This is an optimization exercise on Yosys and OpenROAD, whose aim is small area, a short achievable clock period and few clock cycles per item, not a production implementation. Only simulation tests tie the RTL to the original design; equivalence was not proved. No driver is modelled on the clock port, so clocking that relies on it looks cheaper here than on a real chip. Power figures rest on the tool's default switching activity, not on a simulated workload.

==> design/flow/design.v <==
package imem_pkg;
  localparam int INSTR_W = 32;
  localparam logic [INSTR_W-1:0] IMEM_NOP_WORD = 32'h0000_0013;
  typedef enum logic {
    IMEM_INIT = 1'b0,
    IMEM_RUN  = 1'b1
  } imem_state_e;
  typedef enum logic [1:0] {
    FAULT_NONE       = 2'd0,
    FAULT_MISALIGNED = 2'd1,
    FAULT_RANGE      = 2'd2
  } fault_reason_e;
  function automatic logic [1:0] fetch_fault_reason(input logic [31:0] pc,
                                                     input int          aw);
    if (pc[1:0] != 2'b00) begin
      fetch_fault_reason = imem_pkg::FAULT_MISALIGNED;
    end else if ((pc >> (aw + 2)) != 32'd0) begin
      fetch_fault_reason = imem_pkg::FAULT_RANGE;
    end else begin
      fetch_fault_reason = imem_pkg::FAULT_NONE;
    end
  endfunction
endpackage
module imem_ao8 (
  input  logic [7:0] d,
  input  logic [7:0] sel,
  output logic       y
);
  assign y = |(d & sel);
endmodule
module imem_rd_bit (
  input  logic [63:0] d,
  input  logic [7:0]  sel_lo,
  input  logic [7:0]  sel_hi,
  output logic        y
);
  logic [7:0] u;    
  for (genvar g = 0; g < 8; g++) begin : g_grp
    imem_ao8 u_g (.d(d[8*g +: 8]), .sel(sel_lo), .y(u[g]));
  end
  imem_ao8 u_y (.d(u), .sel(sel_hi), .y(y));
endmodule
module imem_ram
#(
  parameter  int DEPTH = 64,
  parameter  logic [imem_pkg::INSTR_W-1:0] FILL_WORD = imem_pkg::IMEM_NOP_WORD,
  parameter  int NLO   = 4,
  localparam int AW    = $clog2(DEPTH)
) (
  input  logic               clk,
  input  logic               fill,
  input  logic               we,
  input  logic [AW-1:0]      waddr,
  input  logic [imem_pkg::INSTR_W-1:0] wdata,
  input  logic [8*NLO-1:0]   sel_lo,
  input  logic [7:0]         sel_hi,
  output logic [imem_pkg::INSTR_W-1:0] rdata
);
  logic [imem_pkg::INSTR_W-1:0] mem [DEPTH];
  logic [imem_pkg::INSTR_W-1:0] wdata_eff;
  logic [DEPTH-1:0]             wen;
  assign wdata_eff = fill ? FILL_WORD : wdata;
  always_comb begin
    for (int w = 0; w < DEPTH; w++) begin
      wen[w] = fill || (we && waddr == AW'(w));
    end
  end
  always_ff @(posedge clk) begin
    for (int w = 0; w < DEPTH; w++) begin
      if (wen[w]) begin
        mem[w] <= wdata_eff;
      end
    end
  end
  for (genvar b = 0; b < imem_pkg::INSTR_W; b++) begin : g_rd
    logic [DEPTH-1:0] col;
    for (genvar w = 0; w < DEPTH; w++) begin : g_col
      assign col[w] = mem[w][b];
    end
    imem_rd_bit u_bit (
      .d      (col),
      .sel_lo (sel_lo[8*(b/(imem_pkg::INSTR_W/NLO)) +: 8]),
      .sel_hi (sel_hi),
      .y      (rdata[b])
    );
  end
endmodule
module imem_oreg
#(
  parameter int W = 33
) (
  input  logic         clk,
  input  logic [W-1:0] d,
  output logic [W-1:0] q
);
  always_ff @(posedge clk) begin
    q <= d;
  end
endmodule
module imem_dec3 (
  input  logic [2:0] a,
  output logic [7:0] y
);
  always_comb begin
    for (int i = 0; i < 8; i++) begin
      y[i] = (a == 3'(i));
    end
  end
endmodule
module instr_mem_fetch
#(
  parameter  int                 DEPTH    = 64,
  parameter  logic [imem_pkg::INSTR_W-1:0] NOP_WORD = imem_pkg::IMEM_NOP_WORD,
  localparam int                 AW       = $clog2(DEPTH),
  localparam int                 NLO      = 4
) (
  input  logic               clk,
  input  logic               reset,
  output logic               init_done,
  input  logic               load_en,
  input  logic [AW-1:0]      load_addr,
  input  logic [imem_pkg::INSTR_W-1:0] load_data,
  input  logic               fetch_req_valid,
  output logic               fetch_req_ready,
  input  logic [31:0]        fetch_pc,
  output logic               fetch_rsp_valid,
  input  logic               fetch_rsp_ready,
  output logic [imem_pkg::INSTR_W-1:0] fetch_instr,
  output logic               fetch_fault
);
  localparam int RW = imem_pkg::INSTR_W + 1;    
  logic                         ready_q;
  logic                         rd_v, rd_f;
  logic [imem_pkg::INSTR_W-1:0] rd_d;
  logic [2:0]                   q_v;
  logic [RW-1:0]                q_d [3];
  logic [RW-1:0]                out_q;
  logic [1:0]                   flags_q;
  logic [imem_pkg::INSTR_W-1:0] ram_rdata;
  logic                         req_fault;
  logic [RW-1:0]                rd_rsp;
  logic                         accept, pop;
  logic [2:0]                   q_v_next;
  logic [RW-1:0]                q_d_next [3];
  logic                         ready_next;
  assign req_fault = (imem_pkg::fetch_fault_reason(fetch_pc, AW) != imem_pkg::FAULT_NONE);
  logic [8*NLO-1:0] sel_lo;
  logic [7:0]       sel_hi;
  for (genvar c = 0; c < NLO; c++) begin : g_dec_lo
    imem_dec3 u_dec (.a(fetch_pc[4:2]), .y(sel_lo[8*c +: 8]));
  end
  imem_dec3 u_dec_hi (.a(fetch_pc[7:5]), .y(sel_hi));
  imem_ram #(
    .DEPTH     (DEPTH),
    .FILL_WORD (NOP_WORD),
    .NLO       (NLO)
  ) u_ram (
    .clk    (clk),
    .fill   (reset),
    .we     (load_en),
    .waddr  (load_addr),
    .wdata  (load_data),
    .sel_lo (sel_lo),
    .sel_hi (sel_hi),
    .rdata  (ram_rdata)
  );
  assign accept = fetch_req_valid && ready_q;
  assign pop    = q_v[0] && fetch_rsp_ready;
  assign rd_rsp = {rd_f, rd_f ? NOP_WORD : rd_d};
  always_comb begin
    logic [2:0] v;
    v = pop ? {1'b0, q_v[2:1]} : q_v;
    for (int i = 0; i < 3; i++) begin
      q_d_next[i] = (pop && i < 2) ? q_d[i+1] : q_d[i];
    end
    for (int i = 0; i < 3; i++) begin
      if (rd_v && !v[i] && (i == 0 || v[i-1])) begin
        q_d_next[i] = rd_rsp;
      end
    end
    q_v_next = {v[2] || (rd_v && v[1]), v[1] || (rd_v && v[0]), v[0] || rd_v};
  end
  assign ready_next = init_done && !q_v_next[2] && !(q_v_next[1] && accept);
  always_ff @(posedge clk) begin
    if (reset) begin
      init_done <= 1'b0;
      ready_q   <= 1'b0;
      rd_v      <= 1'b0;
      q_v       <= '0;
    end else begin
      init_done <= 1'b1;
      ready_q   <= ready_next;
      rd_v      <= accept;
      q_v       <= q_v_next;
    end
  end
  always_ff @(posedge clk) begin
    rd_d <= ram_rdata;
    rd_f <= req_fault;
    for (int i = 0; i < 3; i++) begin
      q_d[i] <= q_d_next[i];
    end
  end
  imem_oreg #(.W(RW)) u_oreg (
    .clk (clk),
    .d   (q_d_next[0]),
    .q   (out_q)
  );
  imem_oreg #(.W(2)) u_oflags (
    .clk (clk),
    .d   (reset ? 2'b00 : {q_v_next[0], ready_next}),
    .q   (flags_q)
  );
  assign fetch_req_ready = flags_q[0];
  assign fetch_rsp_valid = flags_q[1];
  assign fetch_fault     = out_q[imem_pkg::INSTR_W];
  assign fetch_instr     = out_q[imem_pkg::INSTR_W-1:0];
endmodule
==> design/flow/flow/run.sh <==
#!/bin/bash
# Layout flow: the standard flow (standard.sh: the standard synthesis and
# the ORFS steps) with two changes to how the layout is made:
#   - the input and output ports get buf_4 buffers rather than the delay-cell
#     buffers ORFS picks by default;
#   - the resizer may swap a cell for one of another footprint at every step
#     (MATCH_CELL_FOOTPRINT=0), so it can replace a slow buffer.
# Everything else (synthesis, floorplan, power grid, taps, CTS, routing) is
# the standard flow's. Each step's full output goes to its own log file in
# orfs/logs; the make output goes to flow_make.log here.
set -euo pipefail
bash standard.sh \
  MATCH_CELL_FOOTPRINT=0 \
  "BUFFER_PORTS_ARGS=-buffer_cell sky130_fd_sc_hd__buf_4" \
  finish > flow_make.log 2>&1
==> design/flow/standard.sh <==
#!/bin/bash
# synth_recipe.tcl (not shown) runs the flow's synth.tcl, then flattens the netlist and writes it again
# the make line also repeats each setting of config.mk as NAME=value (left out here)
make -C /OpenROAD-flow-scripts/flow DESIGN_CONFIG=/design/flow/config.mk WORK_HOME=/design/flow/orfs CLKGATE_MAP_FILE= SYNTH_SCRIPT=/design/flow/synth_recipe.tcl "${@:-finish}"
==> design/flow/config.mk <==
export PLATFORM = sky130hd
export DESIGN_NAME = instr_mem_fetch
export DESIGN_NICKNAME = instr_mem_fetch
export VERILOG_FILES = /design/flow/design.v
export SDC_FILE = /design/flow/constraint.sdc
export NUM_CORES = 4
export LEC_CHECK = 0
export CAP_MARGIN = 20
export CORE_MARGIN = 2
export CORE_UTILIZATION = 62
export CTS_CLUSTER_DIAMETER = 80
export CTS_CLUSTER_SIZE = 30
export SETUP_SLACK_MARGIN = 1.0
export SLEW_MARGIN = 20
export SYNTH_HIERARCHICAL = 1
export TNS_END_PERCENT = 0
==> design/flow/constraint.sdc <==
create_clock -name core_clock -period 3.2 [get_ports {clk}]
set_input_delay 0.6400 -clock core_clock [delete_from_list [all_inputs] [get_ports {clk}]]
set_output_delay 0.6400 -clock core_clock [all_outputs]
set_load 0.01 [all_outputs]
==> impl_metrics.json, run 1 <==
{
  "die-height_um": 361,
  "cts_made_buffers": 91,
  "report.final.hold_viol_count": 0,
  "cp.arrival_ps": 2830,
  "clkLatencyLatePin_ps": 740,
  "synthTopCellsByArea": "sky130_fd_sc_hd__edfxtp_1 80%, sky130_fd_sc_hd__a22oi_1 11%, sky130_fd_sc_hd__dfxtp_1 2.7%",
  "wirelength_mm": 230,
  "route.detailed.wl_per_inst_um": 37.3,
  "cp_cell_sequence": "buf_4, buf_12, and3b_2, buf_12, a22oi_1, nand4_1, a22oi_1, nand4_1",
  "top_level_ports": 111,
  "detailedPlace.worstSlack_ps": 308,
  "share_seq_of_total_power_pct": 65.4,
  "drtIter0Drc": 6988,
  "area_growth_pct": 12.2,
  "ant_nets": 0,
  "place_congestion": 0.805,
  "cell_with_the_most_instances_after_synthesis": "sky130_fd_sc_hd__edfxtp_1",
  "synth_cells": 4023,
  "min-delay-start": "fetch_pc[12]",
  "synth_seq_area_share_pct": 82.8,
  "status": "timing/DRC/antenna clean",
  "grt_start_max_net_pins": 66,
  "leak_pwr_nw": 28.9,
  "setup.worst_path.start_class": "primary input",
  "worst_path_dominant_cell_family": "buffers and inverters",
  "io_buffers": 110,
  "async_reset_ff_share_pct": 0,
  "final.setup.tns_ps": 0,
  "netlist_area_mm2": 0.0792,
  "internal_power_mw": 41.4,
  "rr_worst_depth": 4,
  "first_global_vias": 43000,
  "layout-drive-gt1-share_pct": 16.4,
  "route.met2.wl_mm": 107,
  "yosys-top-cells-count": "2114 x sky130_fd_sc_hd__edfxtp_1, 1153 x sky130_fd_sc_hd__a22oi_1, 290 x sky130_fd_sc_hd__nand4_1",
  "fp.dieArea_mm2": 0.131,
  "cts_tree": "done",
  "initial_utilization_pct": 62.3,
  "finalCoreUtilization_pct": 69.9,
  "postSynthNetCount": 4098,
  "pwr-share-clk_pct": 26.9,
  "cts_setup_buffers": 0,
  "critical_path.max_stage_delay_ps": 370,
  "rsz0062_at_grt": "true",
  "report.final.slew_viol_count": 0,
  "cts_htree_levels": 3,
  "initial_antenna_violation_count": 11,
  "core_area_mm2": 0.127,
  "setup_crit_path_kind": "primary input to flop",
  "vdd.ir_drop.worst_v": 0.000594,
  "tightestPinTransition_ps": 879,
  "regToRegSetupSlack_ps": 1220,
  "global_route_wire_length_before_repair_mm": 322,
  "pwr-share-comb_pct": 7.7,
  "crit_slowest_cell": "sky130_fd_sc_hd__a22oi_1",
  "crit_path_end_kind": "flop",
  "crit_buf_inv": 3,
  "routed_via_count_divided_by_cell_count": 7.31,
  "dr.pass1.iters": 7,
  "global_route.overflow_total": 0,
  "post_layout_nonfiller_instances": 6183,
  "timing.max_slew.rel_slack_pct": 41.4,
  "tritoncts_num_sinks": 2221,
  "hold-path-cell-count": 3,
  "hold_path_end": "rd_f",
  "dp_hpwl_mm": 121,
  "ctsRootBufferMaster": "sky130_fd_sc_hd__clkbuf_16",
  "maxCapViolations": 0,
  "yosysUniqueCellTypes": 44,
  "r2r_end": "q_d[1][1]",
  "met1_length_mm": 87.9,
  "rows": 131,
  "avgSynthCellArea_um2": 19.7,
  "synth_flop_cell": "sky130_fd_sc_hd__edfxtp_1",
  "hold_class": "primary input to flop",
  "final_min_period_over_clock_period_pct": 71.0,
  "timing.final.ws_setup_ps": 928,
  "power.switching_mw": 12.4,
  "worstReg2RegStart": "rd_v",
  "finalSetupViolations": 0,
  "layout_min_cycle_time_ps": 2270,
  "power.switching_fraction_pct": 23.1,
  "yosys.area.top_type": "sky130_fd_sc_hd__edfxtp_1",
  "maxClockFrequency_mhz": 440,
  "drc_violations": 0,
  "vias": 45200,
  "total_power_mw": 53.8,
  "yosys_warnings": 18,
  "final_nets": 4518,
  "globalRouteTotalUtil_pct": 35.0,
  "dp.cells": 6012,
  "pwr_density_cell_mw_per_mm2": 606,
  "ys_ff_latch": 2221,
  "fp.dieW_um": 361,
  "synth-edff-count": 2114,
  "final.setup_skew_ps": 34.6,
  "dr.max_layer_used": "met5",
  "required_ps": 3760,
  "clk_pin_slew_ps": 120,
  "critical_path.max_fanout": 64,
  "routed_met3_length_mm": 26.4,
  "max-clock-path-buffers": 3,
  "yosysTopAreaCellShare_pct": 80.1
}
==> worst max path at each step <==
stage                startpoint                to  slack, ps  depth (start not counted)
finish              fetch_pc[3]          rd_d[28]        930                          8
global route        fetch_pc[2]          rd_d[28]        950                          8
CTS                 fetch_pc[2]          rd_d[28]       1080                          7
detailed placement  fetch_pc[4]          rd_d[18]        310                          9
global placement    fetch_pc[2]          rd_d[28]        320                          7
floorplan                 reset  u_ram.mem[0][10]        250                          2
==> worst register-to-register path, stage by stage (launching register included) <==
cell,delay (ps)
sky130_fd_sc_hd__dfxtp_1,530
sky130_fd_sc_hd__nand2_1,140
sky130_fd_sc_hd__a21oi_4,140
sky130_fd_sc_hd__buf_4,520
sky130_fd_sc_hd__mux2_2,420
==> Yosys stat by module (local to each module, per instance), excerpt <==
module | cells | times used | cell area (µm²) | flip-flops and latches
instr_mem_fetch | 322 | 1 | 5250 | 138
imem_dec3 | 8 | 5 | 65.1 | 0
imem_ao8 | 5 | 288 | 36.3 | 0
==> cells in the final DEF (no fill, tap or decap), types with 29 or more instances in the layout <==
| cell | netlist | layout |
|---|---|---|
| sky130_fd_sc_hd__nor2b_1 | 60 | 31 |
| sky130_fd_sc_hd__buf_12 | 0 | 118 |
| sky130_fd_sc_hd__mux2_4 | 29 | 29 |
| sky130_fd_sc_hd__a22oi_1 | 1153 | 1153 |
| sky130_fd_sc_hd__edfxtp_1 | 2114 | 2114 |
| sky130_fd_sc_hd__nor2b_4 | 0 | 29 |
| sky130_fd_sc_hd__nand4_1 | 290 | 290 |
| sky130_fd_sc_hd__clkbuf_16 | 0 | 94 |
| sky130_fd_sc_hd__clkbuf_1 | 16 | 41 |
| sky130_fd_sc_hd__mux2_2 | 70 | 70 |
| sky130_fd_sc_hd__dfxtp_1 | 107 | 106 |
| sky130_fd_sc_hd__a21o_2 | 0 | 44 |
| sky130_fd_sc_hd__buf_4 | 0 | 239 |
==> power by group through the flow <==
stage               clock network, mW  registers, mW  logic (mW)
floorplan                           0           35.5        1.84
global placement                    0           35.7        4.02
detailed placement                  0           35.8        4.06
CTS                              14.6           35.2        4.06
global route                     15.5           35.4        4.29
finish                           14.5           35.2        4.13
==> through the flow <==
stage / hold WS (ps) / area (µm²)
detailed placement: 488 / 86000
CTS: 72.5 / 88800
global route: 84.6 / 88800
finish: 106 / 88800
global placement: 456 / 86000
floorplan: 438 / 79500
==> layout make-up <==
type | instances | area [µm²]
sequential | 2221 | 65600
fill | 8051 | 38300
multi-input combinational | 1768 | 14100
timing repair buffer | 359 | 4180
clock buffer | 138 | 2550
tap | 1662 | 2080
clock inverter | 27 | 300
antenna | 6 | 15.0
inverter | 2 | 7.51
==> per-layer routing <==
metal	vias up	global-route usage, %
li1	18300	-
met1	23300	50.5
met2	3134	54.4
met3	441	6.80
met4	2	12.3
met5	-	0
==> flip-flops by register name (all words and copies together), names as in the netlist <==
signal / flops
u_oflags.q: 2
u_ram.mem: 2048
rd_v: 1
q_v: 3
ready_q: 1
u_oreg.q: 33
q_d: 99
rd_f: 1
rd_d: 32
init_done: 1
==> cell families (layout without fill, tap and decap cells) <==
logic type | after synthesis | in the layout | share of synthesized area, %
flops | 2221 | 2221 | 82.8
compound gates | 1227 | 1227 | 11.6
simple gates | 442 | 442 | 3.69
mux | 99 | 99 | 1.54
buf+inv | 34 | 526 | 0.280
other cells | 0 | 6 | 0
==> repair_timing <==
| action | CTS | global route |
|---|---|---|
| endpoints found under the setup margin | 0 | 8 |
| gates resized for setup | 0 | 1 |
| hold buffers | 0 | 0 |
Testbench counts, summed over its fixed seeds: cycles 18,356, fetches 16,000.
==> run 2, diff against run 1 <==
--- a/design/flow/design.v
+++ b/design/flow/design.v
@@ -46,3 +46,3 @@
   parameter  logic [imem_pkg::INSTR_W-1:0] FILL_WORD = imem_pkg::IMEM_NOP_WORD,
-  parameter  int NLO   = 4,
+  parameter  int NLO   = 8,
   localparam int AW    = $clog2(DEPTH)
@@ -99,2 +99,8 @@
 endmodule
+module imem_and3 (
+  input  logic [2:0] a,
+  output logic       y
+);
+  assign y = &a;
+endmodule
 module imem_dec3 (
@@ -103,6 +109,7 @@
 );
-  always_comb begin
-    for (int i = 0; i < 8; i++) begin
-      y[i] = (a == 3'(i));
-    end
+  for (genvar i = 0; i < 8; i++) begin : g_out
+    imem_and3 u_and (
+      .a ({i[2] ? a[2] : !a[2], i[1] ? a[1] : !a[1], i[0] ? a[0] : !a[0]}),
+      .y (y[i])
+    );
   end
@@ -114,3 +121,3 @@
   localparam int                 AW       = $clog2(DEPTH),
-  localparam int                 NLO      = 4
+  localparam int                 NLO      = 8
 ) (
==> design/flow/flow/run.sh (replaced) <==
#!/bin/bash
# Layout flow: the standard flow (standard.sh: the standard synthesis and
# the ORFS steps) with these changes to how the layout is made:
#   - the input and output ports get buf_4 buffers rather than the delay-cell
#     buffers ORFS picks by default;
#   - the resizer may swap a cell for one of another footprint at every step
#     (MATCH_CELL_FOOTPRINT=0);
#   - after CTS, post_cts.tcl upsizes the cells on the worst setup paths one
#     drive strength at a time (gsize.tcl) and legalizes the placement.
# Everything else (synthesis, floorplan, power grid, taps, CTS, routing) is
# the standard flow's. Each step's full output goes to its own log file in
# orfs/logs; the make output goes to flow_make.log here.
set -euo pipefail
here="$(cd "$(dirname "$0")" && pwd)"
bash standard.sh \
  MATCH_CELL_FOOTPRINT=0 \
  "BUFFER_PORTS_ARGS=-buffer_cell sky130_fd_sc_hd__buf_4" \
  "POST_CTS_TCL=$here/post_cts.tcl" \
  finish > flow_make.log 2>&1
==> design/flow/flow/gsize.tcl (new file) <==
# Greedy upsizing of the cells on the worst setup paths. Sourced as an ORFS
# step hook: each round takes the worst path and, for every cell driving a net
# on it, tries the next larger drive strength of the same cell, keeping a swap
# only if that path's endpoint slack improves. Flip-flops keep their cell type
# (only the drive strength changes); clock buffers are left alone. The
# placement is legalized again at the end.
proc gs_bigger {master} {
  if {![regexp {^(sky130_fd_sc_hd__[a-z0-9]+)_(\d+)$} $master -> base n]} { return {} }
  set res {}
  foreach c [get_lib_cells ${base}_*] {
    set nm [get_name $c]
    if {[regexp "^${base}_(\\d+)\$" $nm -> m] && $m > $n} { lappend res [list $m $nm] }
  }
  set out {}
  foreach r [lsort -integer -index 0 $res] { lappend out [lindex $r 1] }
  return $out
}

proc gs_ep_slack {ep} {
  set pe [lindex [find_timing_paths -path_delay max -to $ep -group_path_count 1] 0]
  return [get_property $pe slack]
}

proc gs_run {max_rounds} {
  estimate_parasitics -placement
  set swaps 0
  set start [sta::worst_slack -max]
  for {set r 0} {$r < $max_rounds} {incr r} {
    set pe [lindex [find_timing_paths -path_delay max -group_path_count 1 -sort_by_slack] 0]
    set ep [get_property $pe endpoint]
    set best [get_property $pe slack]
    set improved 0
    foreach p [get_property $pe points] {
      set pin [get_property $p pin]
      if {[get_property $pin direction] ne "output"} continue
      if {[catch {set inst [get_cells -of_objects $pin]}] || $inst eq ""} continue
      set master [get_property $inst ref_name]
      if {[string match *clkbuf* $master] || [string match *clkinv* $master]} continue
      foreach cand [gs_bigger $master] {
        replace_cell $inst $cand
        set s [gs_ep_slack $ep]
        if {$s > $best + 0.001} {
          set best $s
          set master $cand
          set improved 1
          incr swaps
        } else {
          replace_cell $inst $master
          break
        }
      }
    }
    if {!$improved} { break }
  }
  puts "gsize: $swaps swaps in $r rounds, worst slack [format %.3f $start] -> [format %.3f [sta::worst_slack -max]]"
}
==> design/flow/flow/post_cts.tcl (new file) <==
# POST_CTS hook: greedy upsizing along the worst setup paths (gsize.tcl), then
# legalize the placement again; three rounds, since legalizing moves cells.
source [file join [file dirname [info script]] gsize.tcl]
set_propagated_clock [all_clocks]
for {set i 0} {$i < 3} {incr i} {
  gs_run 400
  detailed_placement
  estimate_parasitics -placement
  puts "post_cts round $i: worst setup slack [format %.3f [sta::worst_slack -max]]"
}
check_placement -verbose
puts "post_cts: worst setup slack [format %.3f [sta::worst_slack -max]], worst hold slack [format %.3f [sta::worst_slack -min]]"
==> run 2 against run 1 <==
Still clean on timing, DRC and antenna. Global-route usage decreased by 0.91 points. Flip-flop and latch count unchanged. Critical path depth unchanged.
==> impl_metrics.json, run 2 <==
{
  "area_growth_pct": 11.9,
  "detailedPlace.worstSlack_ps": 180,
  "drc_violations": 0,
  "yosysTopAreaCellShare_pct": 79.9,
  "avgSynthCellArea_um2": 19.5,
  "most-common-layout-cells": "2114 x sky130_fd_sc_hd__edfxtp_1, 1146 x sky130_fd_sc_hd__a22oi_1, 284 x sky130_fd_sc_hd__nand4_1, 260 x sky130_fd_sc_hd__buf_4, 98 x sky130_fd_sc_hd__clkbuf_16",
  "synth_compound_gate_area_share_pct": 11.6,
  "pwr_density_cell_mw_per_mm2": 611,
  "largest-register": "u_ram.mem",
  "maxCapViolations": 0,
  "final.setup_skew_ps": 22.7,
  "synthXorXnorAreaFrac_pct": 0,
  "ys_ff_latch": 2221,
  "global_route.overflow_total": 0,
  "core_area_mm2": 0.127,
  "max_ffs_per_register": 2048,
  "first_global_vias": 42700,
  "hold_class": "primary input to flop",
  "initial_antenna_violation_count": 12,
  "timing.max_slew.rel_slack_pct": 27.8,
  "tritoncts_num_sinks": 2221,
  "report.final.slew_viol_count": 0,
  "drtIter0Drc": 7703,
  "synthTopCellsByArea": "sky130_fd_sc_hd__edfxtp_1 80%, sky130_fd_sc_hd__a22oi_1 11%, sky130_fd_sc_hd__dfxtp_1 2.7%",
  "final_min_period_over_clock_period_pct": 63.9,
  "synth_cells": 4082,
  "synth_flop_cell": "sky130_fd_sc_hd__edfxtp_1",
  "place_congestion": 0.826,
  "mostFrequentLayoutCell": "sky130_fd_sc_hd__edfxtp_1",
  "setup_crit_path_kind": "primary input to flop",
  "hold-path-cell-count": 3,
  "leak_pwr_nw": 29.2,
  "clk_pin_slew_ps": 110,
  "antennaDiodeCount": 0,
  "cts_tree": "done",
  "rr_worst_depth": 4,
  "required_ps": 3780,
  "worstReg2RegStart": "q_v[0]",
  "cp_cell_sequence": "buf_6, inv_1, and3_1, buf_4, a22oi_1, nand4_1, a22oi_1, nand4_1",
  "crit_slowest_cell": "sky130_fd_sc_hd__a22oi_1",
  "die-height_um": 362,
  "initial_utilization_pct": 62.4,
  "finalSetupViolations": 0,
  "dp_hpwl_mm": 123,
  "vias": 45300,
  "netlist_area_mm2": 0.0794,
  "synth_top_family_by_area": "compound AO/OA/AOI/OAI gates",
  "final_nets": 4587,
  "placed_area_mm2": 0.0856,
  "globalRouteTotalUtil_pct": 34.1,
  "layout_min_cycle_time_ps": 2040,
  "wirelength_mm": 226,
  "rows": 131,
  "report.final.hold_viol_count": 0,
  "reg.largest.list": "u_ram.mem (2048), q_d (99), u_oreg.q (33)",
  "critical_path.max_stage_delay_ps": 410,
  "rsz0062_at_grt": "false",
  "clkLatencyLatePin_ps": 760,
  "dp.cells": 6079,
  "tightestPinTransition_ps": 1080,
  "yosysUniqueCellTypes": 42,
  "dr.pass1.iters": 6,
  "fin_hold_ws_ps": 111,
  "crit_path_end_kind": "flop",
  "hold_path_end": "rd_f",
  "yosys-top-cells-count": "2114 x sky130_fd_sc_hd__edfxtp_1, 1153 x sky130_fd_sc_hd__a22oi_1, 290 x sky130_fd_sc_hd__nand4_1",
  "synth_fa_ha_area_share_pct": 0,
  "layout.cell_area.non_filler_mm2": 0.0889,
  "synth_seq_area_share_pct": 82.6,
  "r2r_end": "u_oreg.q[10]",
  "route.detailed.wl_per_inst_um": 36.1,
  "min-delay-start": "fetch_pc[13]",
  "routed_via_count_divided_by_cell_count": 7.25,
  "io_buffers": 110,
  "synth_simple_gate_area_share_pct": 3.84,
  "synth-edff-count": 2114,
  "async_reset_ff_share_pct": 0,
  "status": "timing/DRC/antenna clean",
  "top_level_ports": 111,
  "postSynthNetCount": 4157,
  "final.setup.tns_ps": 0,
  "synth.mux.area_fraction_pct": 1.54,
  "yosys_warnings": 17,
  "global_route_wire_length_before_repair_mm": 314,
  "fp.dieArea_mm2": 0.131,
  "cell_with_the_most_instances_after_synthesis": "sky130_fd_sc_hd__edfxtp_1",
  "yosys.area.top_type": "sky130_fd_sc_hd__edfxtp_1",
  "fp.dieW_um": 362,
  "grt_start_max_net_pins": 65,
  "post_layout_nonfiller_instances": 6255,
  "regToRegSetupSlack_ps": 1440,
  "ant_nets": 0,
  "cp.arrival_ps": 2620,
  "vdd.ir_drop.worst_v": 0.000533,
  "layout-drive-gt1-share_pct": 16.7,
  "timing.final.ws_setup_ps": 1160,
  "critical_path.max_fanout": 40,
  "setup.worst_path.start_class": "primary input",
  "maxClockFrequency_mhz": 489
}
run 2: changes by cell type after synthesis, sizes merged:
cell	delta
and3	+67
and3b	-15
inv	+27
nor3	-5
nor3b	-15
run 2: cells by family (layout without fill, tap and decap cells):
logic type,after synthesis,after routing
AO/OA/AOI/OAI,1227,1227
multiplexers,99,99
AND/OR/NAND/NOR,474,474
flip-flops,2221,2221
buffers and inverters,61,572
run 2: metrics by stage:
stage | power, mW | util [%]
detailed placement | 39.8 | 67.2
global placement | 39.6 | 67.2
floorplan | 37.4 | -
finish | 54.3 | 69.8
global route | 55.7 | 69.8
run 2: critical path: cells and delay by family:
kind / cells / cell delay [ps]
AND/OR/NAND/NOR: 3 / 570
AO/OA/AOI/OAI: 2 / 650
buffers and inverters: 3 / 700
run 2: cell type report:
type | instances | area, µm²
flip-flops and latches | 2221 | 65700
fillers | 8131 | 38500
multi-input cells | 1800 | 14100
repair buffers | 367 | 3860
clock buffers | 135 | 2610
well taps | 1662 | 2080
clock inverters | 41 | 443
inverters | 29 | 109
run 2: power by group:
| group | switching [mW] | internal (mW) | total, mW |
|---|---|---|---|
| Sequential | 0.807 | 34.4 | 35.2 |
| Combinational | 2.84 | 1.22 | 4.07 |
| Clock | 8.97 | 6.09 | 15.1 |
run 2: layer usage:
layer / GRT usage [%] / routed length [µm] / vias up
met4: 9.58 / 6190 / 6
met3: 7.00 / 27600 / 361
met5: 0 / 47 / -
met2: 52.5 / 105000 / 3054
met1: 50.4 / 87000 / 23400
li1: - / - / 18500
run 2: per-module statistics from Yosys (local to each module, per instance), excerpt:
| module | times used | area (µm²) |
|---|---|---|
| imem_and3 | 72 | 6.26 |
| imem_ao8 | 288 | 36.3 |
| imem_dec3 | 9 | 11.3 |
| instr_mem_fetch | 1 | 5250 |
run 2: worst max-delay path by stage:
stage,from,end,slack (ps),depth (start not counted)
detailed placement,fetch_pc[4],rd_d[11],180,8
global placement,fetch_pc[4],rd_d[23],300,8
floorplan,reset,u_ram.mem[0][10],250,2
finish,fetch_pc[3],rd_d[14],1160,8
global route,fetch_pc[3],rd_d[11],1150,8
Testbench counts of run 2, summed over its fixed seeds: cycles 18,356, fetches 16,000.
==> run 3, diff against run 2 <==
--- a/design/flow/flow/run.sh
+++ b/design/flow/flow/run.sh
@@ -8,3 +8,5 @@
 #   - after CTS, post_cts.tcl upsizes the cells on the worst setup paths one
-#     drive strength at a time (gsize.tcl) and legalizes the placement.
+#     drive strength at a time (gsize.tcl) and legalizes the placement;
+#   - after global routing, post_grt.tcl does the same with global-route
+#     parasitics and re-routes the changed nets incrementally.
 # Everything else (synthesis, floorplan, power grid, taps, CTS, routing) is
@@ -18,2 +20,3 @@
   "POST_CTS_TCL=$here/post_cts.tcl" \
+  "POST_GLOBAL_ROUTE_TCL=$here/post_grt.tcl" \
   finish > flow_make.log 2>&1
--- a/design/flow/flow/gsize.tcl
+++ b/design/flow/flow/gsize.tcl
@@ -23,4 +23,4 @@
 
-proc gs_run {max_rounds} {
-  estimate_parasitics -placement
+proc gs_run {max_rounds {parasitics placement}} {
+  estimate_parasitics -$parasitics
   set swaps 0
==> design/flow/flow/post_grt.tcl (new file) <==
# POST_GLOBAL_ROUTE hook: greedy upsizing along the worst setup paths with
# global-route parasitics (gsize.tcl), legalizing and re-routing the changed
# nets incrementally; three rounds, since legalizing moves cells. Then the
# route guides are written again.
source [file join [file dirname [info script]] gsize.tcl]
set_propagated_clock [all_clocks]
for {set i 0} {$i < 3} {incr i} {
  global_route -start_incremental
  gs_run 400 global_routing
  detailed_placement
  global_route -end_incremental
  estimate_parasitics -global_routing
  puts "post_grt round $i: worst setup slack [format %.3f [sta::worst_slack -max]]"
}
check_placement -verbose
write_guides $::env(RESULTS_DIR)/route.guide
puts "post_grt: worst setup slack [format %.3f [sta::worst_slack -max]], worst hold slack [format %.3f [sta::worst_slack -min]]"
--- a/design/flow/config.mk
+++ b/design/flow/config.mk
@@ -9,3 +9,3 @@
 export CORE_MARGIN = 2
-export CORE_UTILIZATION = 62
+export CORE_UTILIZATION = 70
 export CTS_CLUSTER_DIAMETER = 80
==> run 3 against run 2 <==
Critical path depth increased by 1. Largest cell class unchanged. Area after synthesis unchanged. Still clean. Critical path type unchanged. Critical endpoint is now rd_d[12]. Synthesized cell count unchanged. Maximum frequency increased by 3.8%. Cell count decreased by 2.9%. Count of clock-buffer cells in the layout increased by 17. Global-route usage increased by 3.3 points.
==> impl_metrics.json, run 3 <==
{
  "regToRegSetupSlack_ps": 1360,
  "pwr_density_cell_mw_per_mm2": 595,
  "first_global_vias": 42700,
  "wirelength_mm": 218,
  "report.final.slew_viol_count": 0,
  "fp.dieW_um": 341,
  "synthTopCellsByArea": "sky130_fd_sc_hd__edfxtp_1 80%, sky130_fd_sc_hd__a22oi_1 11%, sky130_fd_sc_hd__dfxtp_1 2.7%",
  "place_congestion": 0.873,
  "setup.worst_path.start_class": "primary input",
  "report.final.hold_viol_count": 0,
  "critical_path.max_fanout": 27,
  "cell_with_the_most_instances_after_synthesis": "sky130_fd_sc_hd__edfxtp_1",
  "leak_pwr_nw": 29.2,
  "tritoncts_num_sinks": 2221,
  "finalCoreUtilization_pct": 79.1,
  "final.setup.tns_ps": 0,
  "die-height_um": 341,
  "tightestPinTransition_ps": 1050,
  "reg.largest.list": "u_ram.mem (2048), q_d (99), u_oreg.q (33)",
  "r2r_end": "rd_d[2]",
  "fp.dieArea_mm2": 0.116,
  "layout_min_cycle_time_ps": 1970,
  "worstReg2RegStart": "u_ram.mem[21][2]",
  "global_route_wire_length_before_repair_mm": 306,
  "synth_flop_cell": "sky130_fd_sc_hd__edfxtp_1",
  "final_nets": 4575,
  "most-common-layout-cells": "2114 x sky130_fd_sc_hd__edfxtp_1, 1115 x sky130_fd_sc_hd__a22oi_1, 257 x sky130_fd_sc_hd__nand4_1, 240 x sky130_fd_sc_hd__buf_4, 92 x sky130_fd_sc_hd__dfxtp_1",
  "vdd.ir_drop.worst_v": 0.000758,
  "yosys-top-cells-count": "2114 x sky130_fd_sc_hd__edfxtp_1, 1153 x sky130_fd_sc_hd__a22oi_1, 290 x sky130_fd_sc_hd__nand4_1",
  "maxCapViolations": 0,
  "drtIter0Drc": 7668,
  "mostFrequentLayoutCell": "sky130_fd_sc_hd__edfxtp_1",
  "rr_worst_depth": 5,
  "timing.max_slew.rel_slack_pct": 30.0,
  "global_route.overflow_total": 0,
  "synth_cells": 4082,
  "globalRouteTotalUtil_pct": 37.4,
  "route.detailed.wl_per_inst_um": 35.8,
  "synth-edff-count": 2114,
  "largest-register": "u_ram.mem",
  "dr.pass1.iters": 6,
  "fillCellCount": 5896,
  "area_growth_pct": 12.0,
  "async_reset_ff_share_pct": 0,
  "drc_violations": 0,
  "setup_crit_path_kind": "primary input to flop",
  "maxClockFrequency_mhz": 508,
  "routed_via_count_divided_by_cell_count": 7.49,
  "rows": 123,
  "dp_hpwl_mm": 125,
  "cts_tree": "done",
  "ys_ff_latch": 2221,
  "vias": 45500,
  "max_ffs_per_register": 2048,
  "hold-path-cell-count": 3,
  "netlist_area_mm2": 0.0794,
  "cp.arrival_ps": 2550,
  "yosys_warnings": 17,
  "top_level_ports": 111,
  "hold_class": "primary input to flop",
  "fin_hold_ws_ps": 125,
  "finalSetupViolations": 0,
  "initial_antenna_violation_count": 10,
  "io_buffers": 110,
  "yosysUniqueCellTypes": 42,
  "core_area_mm2": 0.112,
  "status": "timing/DRC/antenna clean",
  "final.setup_skew_ps": 19.0,
  "min-delay-start": "fetch_pc[12]",
  "layout-drive-gt1-share_pct": 17.8,
  "clkLatencyLatePin_ps": 720,
  "synth_seq_area_share_pct": 82.6,
  "ant_nets": 0,
  "yosysTopAreaCellShare_pct": 79.9,
  "crit_path_end_kind": "flop",
  "clk_pin_slew_ps": 110,
  "required_ps": 3780,
  "avgSynthCellArea_um2": 19.5,
  "grt_start_max_net_pins": 71,
  "postSynthNetCount": 4157,
  "initial_utilization_pct": 70.6,
  "yosys.area.top_type": "sky130_fd_sc_hd__edfxtp_1",
  "final_min_period_over_clock_period_pct": 61.5,
  "hold_path_end": "rd_f"
}
run 3: cell counts after synthesis:
No cell type changed its count.
run 3: worst max-delay path, cell delays in order:
cell and delay [ps]:
sky130_fd_sc_hd__buf_16 190, sky130_fd_sc_hd__buf_16 190, sky130_fd_sc_hd__inv_1 90, sky130_fd_sc_hd__and3_2 290, sky130_fd_sc_hd__buf_12 200, sky130_fd_sc_hd__a22oi_1 210
sky130_fd_sc_hd__nand4_1 170, sky130_fd_sc_hd__a22oi_2 390, sky130_fd_sc_hd__nand4_4 130
run 3: layout make-up:
class	instances	area, µm²	share of cell area, %
Clock inverter	3	33.8	0.0380
Clock buffer	152	2480	2.79
Sequential cell	2221	65700	73.8
Timing Repair Buffer	364	4090	4.60
Multi-Input combinational cell	1800	14700	16.5
Tap cell	1500	1880	2.11
Antenna cell	5	12.5	0.0141
Inverter	29	149	0.167
run 3: worst max-delay path by stage:
| stage | to | from | cells after the start |
|---|---|---|---|
| after floorplan | u_ram.mem[0][10] | reset | 2 |
| after global placement | rd_d[9] | fetch_pc[2] | 9 |
| after detailed placement | rd_d[9] | fetch_pc[4] | 8 |
| final | rd_d[12] | fetch_pc[4] | 9 |
run 3: per-layer routing:
metal / track usage [%] / wire length [µm] / vias up
li1: - / - / 18500
met5: 1.02 / 227 / -
met3: 11.3 / 32300 / 443
met4: 12.5 / 7460 / 9
met2: 56.7 / 100000 / 3671
met1: 53.0 / 77300 / 22900
run 3: Yosys stat by module, one instance, submodules excluded, a selection:
module / cell area (µm²) / cells / copies in the design / flops+latches
imem_and3: 6.26 / 1 / 72 / 0
imem_ao8: 36.3 / 5 / 288 / 0
imem_dec3: 11.3 / 3 / 9 / 0
instr_mem_fetch: 5250 / 322 / 1 / 138
run 3: report_power, final:
part / internal [mW] / switching, mW
combinational: 1.32 / 2.93
sequential: 34.4 / 0.794
clock: 5.37 / 8.16
run 3: metrics by stage:
step / total power [mW] / setup slack [ps] / cells / instance area (µm²)
finish: 53.0 / 1230 / 6074 / 89000
global placement: 39.5 / 157 / 5914 / 85300
floorplan: 37.4 / 245 / 4082 / 79500
detailed placement: 39.7 / 99.7 / 5914 / 85300
run 3: kinds of logic after synthesis:
kind of cell,after synthesis,share of synthesized area (%)
AND/OR/NAND/NOR,474,3.84
buffers and inverters,61,0.406
AO/OA/AOI/OAI,1227,11.6
flip-flops,2221,82.6
multiplexers,99,1.54
==> run 4, diff against run 3 <==
--- a/design/flow/config.mk
+++ b/design/flow/config.mk
@@ -9,3 +9,3 @@
 export CORE_MARGIN = 2
-export CORE_UTILIZATION = 70
+export CORE_UTILIZATION = 78
 export CTS_CLUSTER_DIAMETER = 80
==> run 4 against run 3 <==
Still clean. Clock power about the same. Worst setup slack got worse by 1.0 ps. Via count increased by 3.4%. Critical path depth decreased by 1. Sequential power about the same. Utilization increased by 7.7 points. Clock skew increased by 4.5 ps. Global-route usage increased by 5.1 points.
==> impl_metrics.json, run 4 <==
{
  "status": "timing/DRC/antenna clean",
  "multi_input_comb_area_mm2": 0.0144,
  "pwr_density_cell_mw_per_mm2": 600,
  "finalSetupViolations": 0,
  "avgSynthCellArea_um2": 19.5,
  "crit_path_end_kind": "flop",
  "rr_worst_depth": 4,
  "required_ps": 3770,
  "r2r_end": "q_d[1][32]",
  "hold-path-cell-count": 3,
  "max_ffs_per_register": 2048,
  "global_route.overflow_total": 0,
  "final.setup_skew_ps": 23.5,
  "layout_min_cycle_time_ps": 1970,
  "routed_via_count_divided_by_cell_count": 7.96,
  "global_route.peak_usage_layer": "met2",
  "maxClockFrequency_mhz": 508,
  "drtIter0Drc": 8752,
  "yosysUniqueCellTypes": 42,
  "maxCapViolations": 0,
  "clk_pin_slew_ps": 110,
  "min-delay-start": "fetch_pc[12]",
  "worstReg2RegStart": "q_v[1]",
  "async_reset_ff_share_pct": 0,
  "critical_path.max_fanout": 34,
  "gr-usage-met1_pct": 57.1,
  "global_route_wire_length_before_repair_mm": 310,
  "final_nets": 4554,
  "most-common-layout-cells": "2114 x sky130_fd_sc_hd__edfxtp_1, 1135 x sky130_fd_sc_hd__a22oi_1, 270 x sky130_fd_sc_hd__nand4_1, 239 x sky130_fd_sc_hd__buf_4, 88 x sky130_fd_sc_hd__dfxtp_1",
  "timing.max_slew.rel_slack_pct": 23.8,
  "netlist_area_mm2": 0.0794,
  "setup.worst_path.start_class": "primary input",
  "first_global_vias": 45100,
  "core_area_mm2": 0.101,
  "dr.pass1.iters": 6,
  "rows": 117,
  "fillCellCount": 4089,
  "yosys.area.top_type": "sky130_fd_sc_hd__edfxtp_1",
  "hold_path_end": "rd_f",
  "cp.arrival_ps": 2540,
  "area_growth_pct": 10.8,
  "fp.dieW_um": 323,
  "globalRouteTotalUtil_pct": 42.5,
  "synth_flop_cell": "sky130_fd_sc_hd__edfxtp_1",
  "synth_cells": 4082,
  "yosys_warnings": 17,
  "synth-edff-count": 2114,
  "final.setup.tns_ps": 0,
  "clkLatencyLatePin_ps": 720,
  "vdd.ir_drop.worst_v": 0.000694,
  "yosys-top-cells-count": "2114 x sky130_fd_sc_hd__edfxtp_1, 1153 x sky130_fd_sc_hd__a22oi_1, 290 x sky130_fd_sc_hd__nand4_1",
  "dp_hpwl_mm": 123,
  "reg.largest.list": "u_ram.mem (2048), q_d (99), u_oreg.q (33)",
  "grt_start_max_net_pins": 80,
  "io_buffers": 110,
  "postSynthNetCount": 4157,
  "die-height_um": 323,
  "route.detailed.wl_per_inst_um": 37.6,
  "tritoncts_num_sinks": 2221,
  "cell_with_the_most_instances_after_synthesis": "sky130_fd_sc_hd__edfxtp_1",
  "largest-register": "u_ram.mem",
  "mostFrequentLayoutCell": "sky130_fd_sc_hd__edfxtp_1",
  "grt_util_met2_pct": 64.9,
  "yosysTopAreaCellShare_pct": 79.9,
  "initial_utilization_pct": 78.3,
  "synth_seq_area_share_pct": 82.6,
  "leak_pwr_nw": 28.9,
  "report.final.slew_viol_count": 0,
  "post_layout_nonfiller_instances": 5915,
  "report.final.hold_viol_count": 0,
  "hold_class": "primary input to flop",
  "dp.cells": 5761,
  "synthTopCellsByArea": "sky130_fd_sc_hd__edfxtp_1 80%, sky130_fd_sc_hd__a22oi_1 11%, sky130_fd_sc_hd__dfxtp_1 2.7%",
  "final_min_period_over_clock_period_pct": 61.6,
  "ant_nets": 0,
  "place_congestion": 0.906,
  "regToRegSetupSlack_ps": 1450,
  "grt_use_met3_pct": 12.7,
  "initial_antenna_violation_count": 5,
  "wirelength_mm": 222,
  "cts_tree": "done",
  "vias": 47100,
  "setup_crit_path_kind": "primary input to flop",
  "fp.dieArea_mm2": 0.104,
  "ys_ff_latch": 2221,
  "layout-drive-gt1-share_pct": 16.5,
  "final-seq-area_mm2": 0.0657,
  "top_level_ports": 111,
  "tightestPinTransition_ps": 1140,
  "drc_violations": 0
}
## run 4: cell counts after synthesis
No cell type changed its count.
## run 4: worst max-delay path, cell delays in order
cell                      delay [ps]
sky130_fd_sc_hd__buf_16          230
sky130_fd_sc_hd__inv_6            50
sky130_fd_sc_hd__and3_1          350
sky130_fd_sc_hd__buf_12          260
sky130_fd_sc_hd__a22oi_1         260
sky130_fd_sc_hd__nand4_1         170
sky130_fd_sc_hd__a22oi_1         360
sky130_fd_sc_hd__nand4_1         160
## run 4: metal layers
layer | wire (µm) | vias to the layer above
met5 | 57 | -
met4 | 12000 | 10
met3 | 36600 | 736
met2 | 103000 | 4773
met1 | 70600 | 23100
li1 | - | 18400
## run 4: Yosys stat by module, one instance, submodules excluded, excerpt
module,times used,cells inside,flip-flops and latches
imem_dec3,9,3,0
imem_ao8,288,5,0
instr_mem_fetch,1,322,138
imem_and3,72,1,0
## run 4: kinds of logic (layout without fill, tap and decap cells)
group | after synthesis | in the layout | share of synthesized area [%]
flip-flops | 2221 | 2221 | 82.6
AO/OA/AOI/OAI | 1227 | 1227 | 11.6
other | 0 | 2 | 0
AND/OR/NAND/NOR | 474 | 474 | 3.84
buffers and inverters | 61 | 524 | 0.406
multiplexers | 99 | 99 | 1.54
## run 4: final cells by class
class / instances / area share [%]
sequential: 2221 / 74.6
inverter: 29 / 0.163
timing repair buffer: 343 / 4.14
multi-input combinational: 1800 / 16.4
antenna: 2 / 0.00568
tap: 1368 / 1.94
clock buffer: 148 / 2.74
clock inverter: 4 / 0.0440
## run 4: power breakdown
group | internal (mW) | total [mW] | leakage, nW | switching, mW
Sequential | 34.4 | 35.3 | 21.4 | 0.920
Combinational | 1.23 | 4.12 | 6.35 | 2.89
Clock | 5.25 | 13.4 | 1.17 | 8.15
## run 4: worst max-delay path by stage
| stage | start | to | cells after the start |
|---|---|---|---|
| floorplan | reset | u_ram.mem[0][10] | 2 |
| global placement | fetch_pc[2] | rd_d[14] | 8 |
| detailed placement | fetch_pc[2] | rd_d[0] | 8 |
| finish | fetch_pc[4] | rd_d[3] | 8 |
## run 4: per-stage QoR
stage	setup WS [ps]	utilization [%]	area, µm²	hold slack [ps]	power (mW)
2_1_floorplan	245	-	79500	438	37.4
3_3_place_gp	323	83.5	84800	454	39.4
3_5_place_dp	230	83.5	84800	471	39.7
6_report	1230	86.8	88100	124	52.8
==> run 5, diff against run 4 <==
--- a/design/flow/flow/gsize.tcl
+++ b/design/flow/flow/gsize.tcl
@@ -2,4 +2,4 @@
 # step hook: each round takes the worst path and, for every cell driving a net
-# on it, tries the next larger drive strength of the same cell, keeping a swap
-# only if that path's endpoint slack improves. Flip-flops keep their cell type
+# on it, tries each larger drive strength of the same cell and keeps the one
+# that most improves that path's endpoint slack, if any does. Flip-flops keep their cell type
 # (only the drive strength changes); clock buffers are left alone. The
@@ -38,2 +38,3 @@
       if {[string match *clkbuf* $master] || [string match *clkinv* $master]} continue
+      set keep $master
       foreach cand [gs_bigger $master] {
@@ -43,9 +44,11 @@
           set best $s
-          set master $cand
-          set improved 1
-          incr swaps
-        } else {
-          replace_cell $inst $master
-          break
+          set keep $cand
         }
+      }
+      if {$keep ne [get_property $inst ref_name]} {
+        replace_cell $inst $keep
+      }
+      if {$keep ne $master} {
+        set improved 1
+        incr swaps
       }
--- a/design/flow/flow/post_cts.tcl
+++ b/design/flow/flow/post_cts.tcl
@@ -1,3 +1,5 @@
-# POST_CTS hook: greedy upsizing along the worst setup paths (gsize.tcl), then
-# legalize the placement again; three rounds, since legalizing moves cells.
+# POST_CTS hook: greedy upsizing along the worst setup paths (gsize.tcl) and
+# another pass of the resizer's repair_timing aimed past the current worst
+# slack, then legalize the placement again; three rounds, since legalizing
+# moves cells.
 source [file join [file dirname [info script]] gsize.tcl]
@@ -6,2 +8,4 @@
   gs_run 400
+  estimate_parasitics -placement
+  repair_timing -setup -setup_margin 1.6 -repair_tns 0 -max_passes 200
   detailed_placement
--- a/design/flow/config.mk
+++ b/design/flow/config.mk
@@ -9,3 +9,3 @@
 export CORE_MARGIN = 2
-export CORE_UTILIZATION = 78
+export CORE_UTILIZATION = 70
 export CTS_CLUSTER_DIAMETER = 80
==> run 5 against run 4 <==
Global-route usage shrank 5.1 points. Count of clock-buffer cells in the layout grew 4. Maximum frequency grew 3.1%. Worst hold slack lost 2.3 ps. Largest power group unchanged.
==> impl_metrics.json, run 5 <==
{
  "core_area_mm2": 0.112,
  "postSynthNetCount": 4157,
  "ant_nets": 0,
  "fp.dieW_um": 341,
  "global_route_wire_length_before_repair_mm": 307,
  "initial_antenna_violation_count": 10,
  "layout_min_cycle_time_ps": 1910,
  "yosysUniqueCellTypes": 42,
  "dp_hpwl_mm": 125,
  "setup.worst_path.start_class": "primary input",
  "hold-path-cell-count": 3,
  "grt_start_max_net_pins": 71,
  "first_global_vias": 42700,
  "timing.max_slew.rel_slack_pct": 28.4,
  "tightestPinTransition_ps": 1070,
  "pwr_density_cell_mw_per_mm2": 595,
  "r2r_end": "rd_d[2]",
  "yosys_warnings": 17,
  "critical_path.max_fanout": 26,
  "cp.arrival_ps": 2500,
  "final-seq-area_mm2": 0.0657,
  "die-height_um": 341,
  "fillCellCount": 5887,
  "maxClockFrequency_mhz": 523,
  "maxCapViolations": 0,
  "regToRegSetupSlack_ps": 1390,
  "status": "timing/DRC/antenna clean",
  "layout-drive-gt1-share_pct": 17.8,
  "cell_with_the_most_instances_after_synthesis": "sky130_fd_sc_hd__edfxtp_1",
  "yosys.area.top_type": "sky130_fd_sc_hd__edfxtp_1",
  "yosysTopAreaCellShare_pct": 79.9,
  "reg.largest.list": "u_ram.mem (2048), q_d (99), u_oreg.q (33)",
  "global_route.overflow_total": 0,
  "tritoncts_num_sinks": 2221,
  "total_power_mw": 53.0,
  "final.setup_skew_ps": 19.6,
  "max_ffs_per_register": 2048,
  "drtIter0Drc": 7681,
  "synth_seq_area_share_pct": 82.6,
  "final.setup.tns_ps": 0,
  "mostFrequentLayoutCell": "sky130_fd_sc_hd__edfxtp_1",
  "wirelength_mm": 217,
  "rr_worst_depth": 5,
  "final_nets": 4578,
  "worstReg2RegStart": "u_ram.mem[21][2]",
  "async_reset_ff_share_pct": 0,
  "netlist_area_mm2": 0.0794,
  "fp.dieArea_mm2": 0.116,
  "rows": 123,
  "ys_ff_latch": 2221,
  "hold_class": "primary input to flop",
  "clk_pin_slew_ps": 110,
  "routed_via_count_divided_by_cell_count": 7.48,
  "min-delay-start": "fetch_pc[12]",
  "initial_utilization_pct": 70.6,
  "required_ps": 3790,
  "report.final.hold_viol_count": 0,
  "dr.pass1.iters": 8,
  "largest-register": "u_ram.mem",
  "synth-edff-count": 2114,
  "io_buffers": 110,
  "leak_pwr_nw": 29.2,
  "drc_violations": 0,
  "area_growth_pct": 12.0,
  "finalSetupViolations": 0,
  "yosys-top-cells-count": "2114 x sky130_fd_sc_hd__edfxtp_1, 1153 x sky130_fd_sc_hd__a22oi_1, 290 x sky130_fd_sc_hd__nand4_1",
  "synth_cells": 4082,
  "globalRouteTotalUtil_pct": 37.4,
  "synthTopCellsByArea": "sky130_fd_sc_hd__edfxtp_1 80%, sky130_fd_sc_hd__a22oi_1 11%, sky130_fd_sc_hd__dfxtp_1 2.7%",
  "place_congestion": 0.873,
  "most-common-layout-cells": "2114 x sky130_fd_sc_hd__edfxtp_1, 1115 x sky130_fd_sc_hd__a22oi_1, 261 x sky130_fd_sc_hd__nand4_1, 250 x sky130_fd_sc_hd__buf_4, 92 x sky130_fd_sc_hd__dfxtp_1",
  "vdd.ir_drop.worst_v": 0.000765,
  "cts_tree": "done",
  "clkLatencyLatePin_ps": 720,
  "vias": 45500,
  "hold_path_end": "rd_f",
  "avgSynthCellArea_um2": 19.5,
  "multi_input_comb_area_mm2": 0.0147,
  "top_level_ports": 111,
  "final_min_period_over_clock_period_pct": 59.7,
  "route.detailed.wl_per_inst_um": 35.8,
  "crit_path_end_kind": "flop",
  "setup_crit_path_kind": "primary input to flop",
  "synth_flop_cell": "sky130_fd_sc_hd__edfxtp_1",
  "report.final.slew_viol_count": 0
}
==> run 5: power by group <==
| group | switching [mW] | leakage, nW | internal [mW] | total [mW] |
|---|---|---|---|---|
| logic | 2.92 | 6.68 | 1.32 | 4.24 |
| clock network | 8.17 | 1.20 | 5.37 | 13.5 |
| registers | 0.795 | 21.4 | 34.4 | 35.2 |
==> run 5: worst max-delay path by stage <==
stage,to,start,cells after the start,slack [ps]
after global placement,rd_d[9],fetch_pc[2],9,160
after floorplan,u_ram.mem[0][10],reset,2,250
after detailed placement,rd_d[9],fetch_pc[4],8,100
final,rd_d[13],fetch_pc[4],9,1290
==> run 5: cell type report <==
cell class,instances,area share (%)
Sequential cell,2221,73.8
Multi-Input combinational cell,1800,16.5
Timing Repair Buffer,367,4.58
Clock buffer,152,2.79
Tap cell,1500,2.11
Inverter,29,0.151
Clock inverter,3,0.0380
Antenna cell,6,0.0169
==> run 5: logic make-up (layout without fill, tap and decap cells) <==
family | count (synthesis) | after routing | synth area share, %
mux | 99 | 99 | 1.54
buf+inv | 61 | 551 | 0.406
simple gates | 474 | 474 | 3.84
compound gates | 1227 | 1227 | 11.6
flops | 2221 | 2221 | 82.6
other cells | 0 | 6 | 0
==> run 5: modules after synthesis (local to each module, per instance), excerpt <==
module | area, µm² | flops+latches | cells | copies in the design
instr_mem_fetch | 5250 | 138 | 322 | 1
imem_ao8 | 36.3 | 0 | 5 | 288
imem_dec3 | 11.3 | 0 | 3 | 9
imem_and3 | 6.26 | 0 | 1 | 72
==> run 5: worst max-delay path, stage by stage <==
cell and delay, ps:
sky130_fd_sc_hd__buf_16 190, sky130_fd_sc_hd__buf_16 180, sky130_fd_sc_hd__inv_2 60, sky130_fd_sc_hd__and3_1 180, sky130_fd_sc_hd__buf_4 220, sky130_fd_sc_hd__a22oi_1 310, sky130_fd_sc_hd__nand4_1 240, sky130_fd_sc_hd__a22oi_4 310
sky130_fd_sc_hd__nand4_4 120
==> run 5: through the flow <==
step | hold WS [ps] | cell area [µm²] | setup WS, ps | std cells | util, %
floorplan | 438 | 79500 | 245 | 4082 | -
finish | 121 | 88900 | 1290 | 6078 | 79.1
global placement | 473 | 85300 | 157 | 5914 | 75.8
detailed placement | 478 | 85300 | 99.7 | 5914 | 75.8
==> run 5: metal layers <==
metal	track usage, %	up-vias	share of wire [%]
li1	-	18500	-
met1	53.1	22800	35
met2	56.6	3666	46
met3	11.3	463	15
met4	12.6	7	3.6
met5	1.02	-	0.096
==> run 6, diff against run 5 <==
--- a/design/flow/config.mk
+++ b/design/flow/config.mk
@@ -9,3 +9,3 @@
 export CORE_MARGIN = 2
-export CORE_UTILIZATION = 70
+export CORE_UTILIZATION = 78
 export CTS_CLUSTER_DIAMETER = 80
==> run 6 against run 5 <==
Clock power barely moved. Clock skew rose by 9.4 ps. Global-route usage up 5.1 points. Worst hold slack got worse by 1.7 ps. Combinational power shrank 3%. Wire length grew 2.3%. Critical path depth decreased by 1. Flip-flop and latch count is the same. Register-to-register slack barely moved. Sequential share of layout area grew 0.86 points. Die area down 10%. Worst setup slack worse by 60 ps.
==> impl_metrics.json, run 6 <==
{
  "rows": 117,
  "yosysUniqueCellTypes": 42,
  "synth_flop_cell": "sky130_fd_sc_hd__edfxtp_1",
  "crit_path_end_kind": "flop",
  "routed_via_count_divided_by_cell_count": 7.99,
  "fp.dieArea_mm2": 0.104,
  "synth-edff-count": 2114,
  "reg.largest.list": "u_ram.mem (2048), q_d (99), u_oreg.q (33)",
  "finalCoreUtilization_pct": 86.7,
  "final.setup_skew_ps": 29.0,
  "avgSynthCellArea_um2": 19.5,
  "finalSetupViolations": 0,
  "drc_violations": 0,
  "pwr-share-clk_pct": 25.4,
  "synth_cells": 4082,
  "route.detailed.wl_per_inst_um": 37.6,
  "dp_hpwl_mm": 123,
  "final-seq-area_mm2": 0.0657,
  "postSynthNetCount": 4157,
  "timing.max_slew.rel_slack_pct": 22.6,
  "top_level_ports": 111,
  "critical_path.max_fanout": 34,
  "yosys_warnings": 17,
  "max_ffs_per_register": 2048,
  "clkLatencyLatePin_ps": 720,
  "maxCapViolations": 0,
  "cell_with_the_most_instances_after_synthesis": "sky130_fd_sc_hd__edfxtp_1",
  "hold_class": "primary input to flop",
  "report.final.slew_viol_count": 0,
  "power.switching_mw": 12.0,
  "core_area_mm2": 0.101,
  "io_buffers": 110,
  "report.final.hold_viol_count": 0,
  "yosys.area.top_type": "sky130_fd_sc_hd__edfxtp_1",
  "tritoncts_num_sinks": 2221,
  "pwr-share-comb_pct": 7.7,
  "ant_nets": 0,
  "vdd.ir_drop.worst_v": 0.000717,
  "initial_antenna_violation_count": 7,
  "die-height_um": 323,
  "tightestPinTransition_ps": 1160,
  "share_seq_of_total_power_pct": 66.8,
  "wirelength_mm": 223,
  "fillCellCount": 4117,
  "globalRouteTotalUtil_pct": 42.5,
  "area_growth_pct": 10.7,
  "layout_min_cycle_time_ps": 1970,
  "place_congestion": 0.906,
  "final_min_period_over_clock_period_pct": 61.6,
  "vias": 47300,
  "most-common-layout-cells": "2114 x sky130_fd_sc_hd__edfxtp_1, 1139 x sky130_fd_sc_hd__a22oi_1, 279 x sky130_fd_sc_hd__nand4_1, 239 x sky130_fd_sc_hd__buf_4, 88 x sky130_fd_sc_hd__dfxtp_1",
  "mostFrequentLayoutCell": "sky130_fd_sc_hd__edfxtp_1",
  "layout-drive-gt1-share_pct": 16.0,
  "cp.arrival_ps": 2550,
  "setup.worst_path.start_class": "primary input",
  "clk_pin_slew_ps": 110,
  "leak_pwr_nw": 28.9,
  "yosysTopAreaCellShare_pct": 79.9,
  "async_reset_ff_share_pct": 0,
  "global_route_wire_length_before_repair_mm": 310,
  "cts_tree": "done",
  "ys_ff_latch": 2221,
  "power.switching_fraction_pct": 22.7,
  "required_ps": 3780,
  "pwr_density_cell_mw_per_mm2": 601,
  "synth_seq_area_share_pct": 82.6,
  "setup_crit_path_kind": "primary input to flop",
  "synthTopCellsByArea": "sky130_fd_sc_hd__edfxtp_1 80%, sky130_fd_sc_hd__a22oi_1 11%, sky130_fd_sc_hd__dfxtp_1 2.7%",
  "yosys-top-cells-count": "2114 x sky130_fd_sc_hd__edfxtp_1, 1153 x sky130_fd_sc_hd__a22oi_1, 290 x sky130_fd_sc_hd__nand4_1",
  "final.setup.tns_ps": 0,
  "initial_utilization_pct": 78.3,
  "fp.dieW_um": 323,
  "netlist_area_mm2": 0.0794,
  "largest-register": "u_ram.mem",
  "maxClockFrequency_mhz": 507,
  "status": "timing/DRC/antenna clean",
  "dr.pass1.iters": 6,
  "drtIter0Drc": 9240,
  "timing.final.ws_setup_ps": 1230,
  "detailedPlace.worstSlack_ps": 230,
  "grt_start_max_net_pins": 80,
  "global_route.overflow_total": 0,
  "internal_power_mw": 40.9,
  "first_global_vias": 45100,
  "multi_input_comb_area_mm2": 0.0144,
  "final_nets": 4554
}
## run 6: cells by family (layout without fill, tap and decap cells)
kind of cell,Yosys count,after routing,synth area share [%]
other,0,8,0
flip-flops,2221,2221,82.6
multiplexers,99,99,1.54
buffers and inverters,61,524,0.406
AND/OR/NAND/NOR,474,474,3.84
AO/OA/AOI/OAI,1227,1227,11.6
## run 6: cell type report
class,count,area share (%)
Clock buffer,148,2.75
Timing Repair Buffer,343,4.12
Clock inverter,4,0.0441
Inverter,29,0.124
Antenna cell,8,0.0228
Sequential cell,2221,74.7
Multi-Input combinational cell,1800,16.3
Tap cell,1368,1.95
## run 6: final timing paths
path,start,end,slack (ps),cells after the start
max,fetch_pc[4],rd_d[3],1230,8
max reg2reg,q_v[1],q_d[1][11],1390,4
min reg2reg,ready_q,rd_v,460,2
min,fetch_pc[12],rd_f,120,3
## run 6: metrics by stage
step                area (µm²)  power, mW  std cells  hold WS, ps
floorplan                79500       37.4       4082          438
global placement         84800       39.4       5761          454
detailed placement       84800       39.7       5761          471
finish                   87900       52.9       5921          120
## run 6: worst max-delay path, stage by stage
cell                      delay [ps]
sky130_fd_sc_hd__buf_16          180
sky130_fd_sc_hd__inv_1           120
sky130_fd_sc_hd__and3_1          370
sky130_fd_sc_hd__buf_12          260
sky130_fd_sc_hd__a22oi_1         240
sky130_fd_sc_hd__nand4_1         160
sky130_fd_sc_hd__a22oi_1         340
sky130_fd_sc_hd__nand4_1         160
## run 6: routing by layer
layer / up-vias / GRT usage [%] / part of all wire [%]
li1: 18500 / - / -
met1: 23300 / 57.2 / 32
met2: 4816 / 64.9 / 47
met3: 756 / 12.5 / 16
met4: 8 / 21.5 / 5.4
met5: - / 0 / 0.019
## run 6: Yosys stat by module (local to each module, per instance), a selection
module / copies in the design / flip-flops and latches / cells inside
instr_mem_fetch: 1 / 138 / 322
imem_ao8: 288 / 0 / 5
imem_dec3: 9 / 0 / 3
imem_and3: 72 / 0 / 1
## run 6: power by group through the flow
stage / clock (mW) / sequential (mW) / combinational (mW)
3_3_place_gp: 0 / 35.7 / 3.68
6_report: 13.4 / 35.3 / 4.10
3_5_place_dp: 0 / 35.9 / 3.80
2_1_floorplan: 0 / 35.5 / 1.84

-- afterwards: timing with drivers on the ports --
The results above use ideal ports. As a check the final layouts listed here were re-extracted and re-timed, cells and wires unchanged. Step 1 assumes that a clkbuf_16 drives the clock port and a buf_2 every other input. Step 2 times the ports against the registers' clock, not the clock port: input delays grow and output delays shrink by t, the midpoint of the rising clock arrivals with the driver on. Slacks: no drivers / after step 1 / after step 2; pairs: no drivers / after step 1.
| run | t (ns) | setup WS [ns] | cell pins on the clock port's net |
|---|---|---|---|
| run 1 | 0.799 | 0.928 / 0.969 / 0.170 | 1 |
| run 2 | 0.819 | 1.156 / 1.185 / 0.366 | 1 |
| run 3 | 0.788 | 1.231 / 1.209 / 0.421 | 1 |
| run 4 | 0.786 | 1.230 / 1.206 / 0.420 | 1 |
| run 5 | 0.788 | 1.289 / 1.266 / 0.478 | 1 |
| run 6 | 0.796 | 1.229 / 1.211 / 0.415 | 1 |
After both steps every run listed still meets setup and hold. For run 6, which loses most, drivers alone change the setup slack by -0.018 ns; drivers and shift together by -0.814 ns.
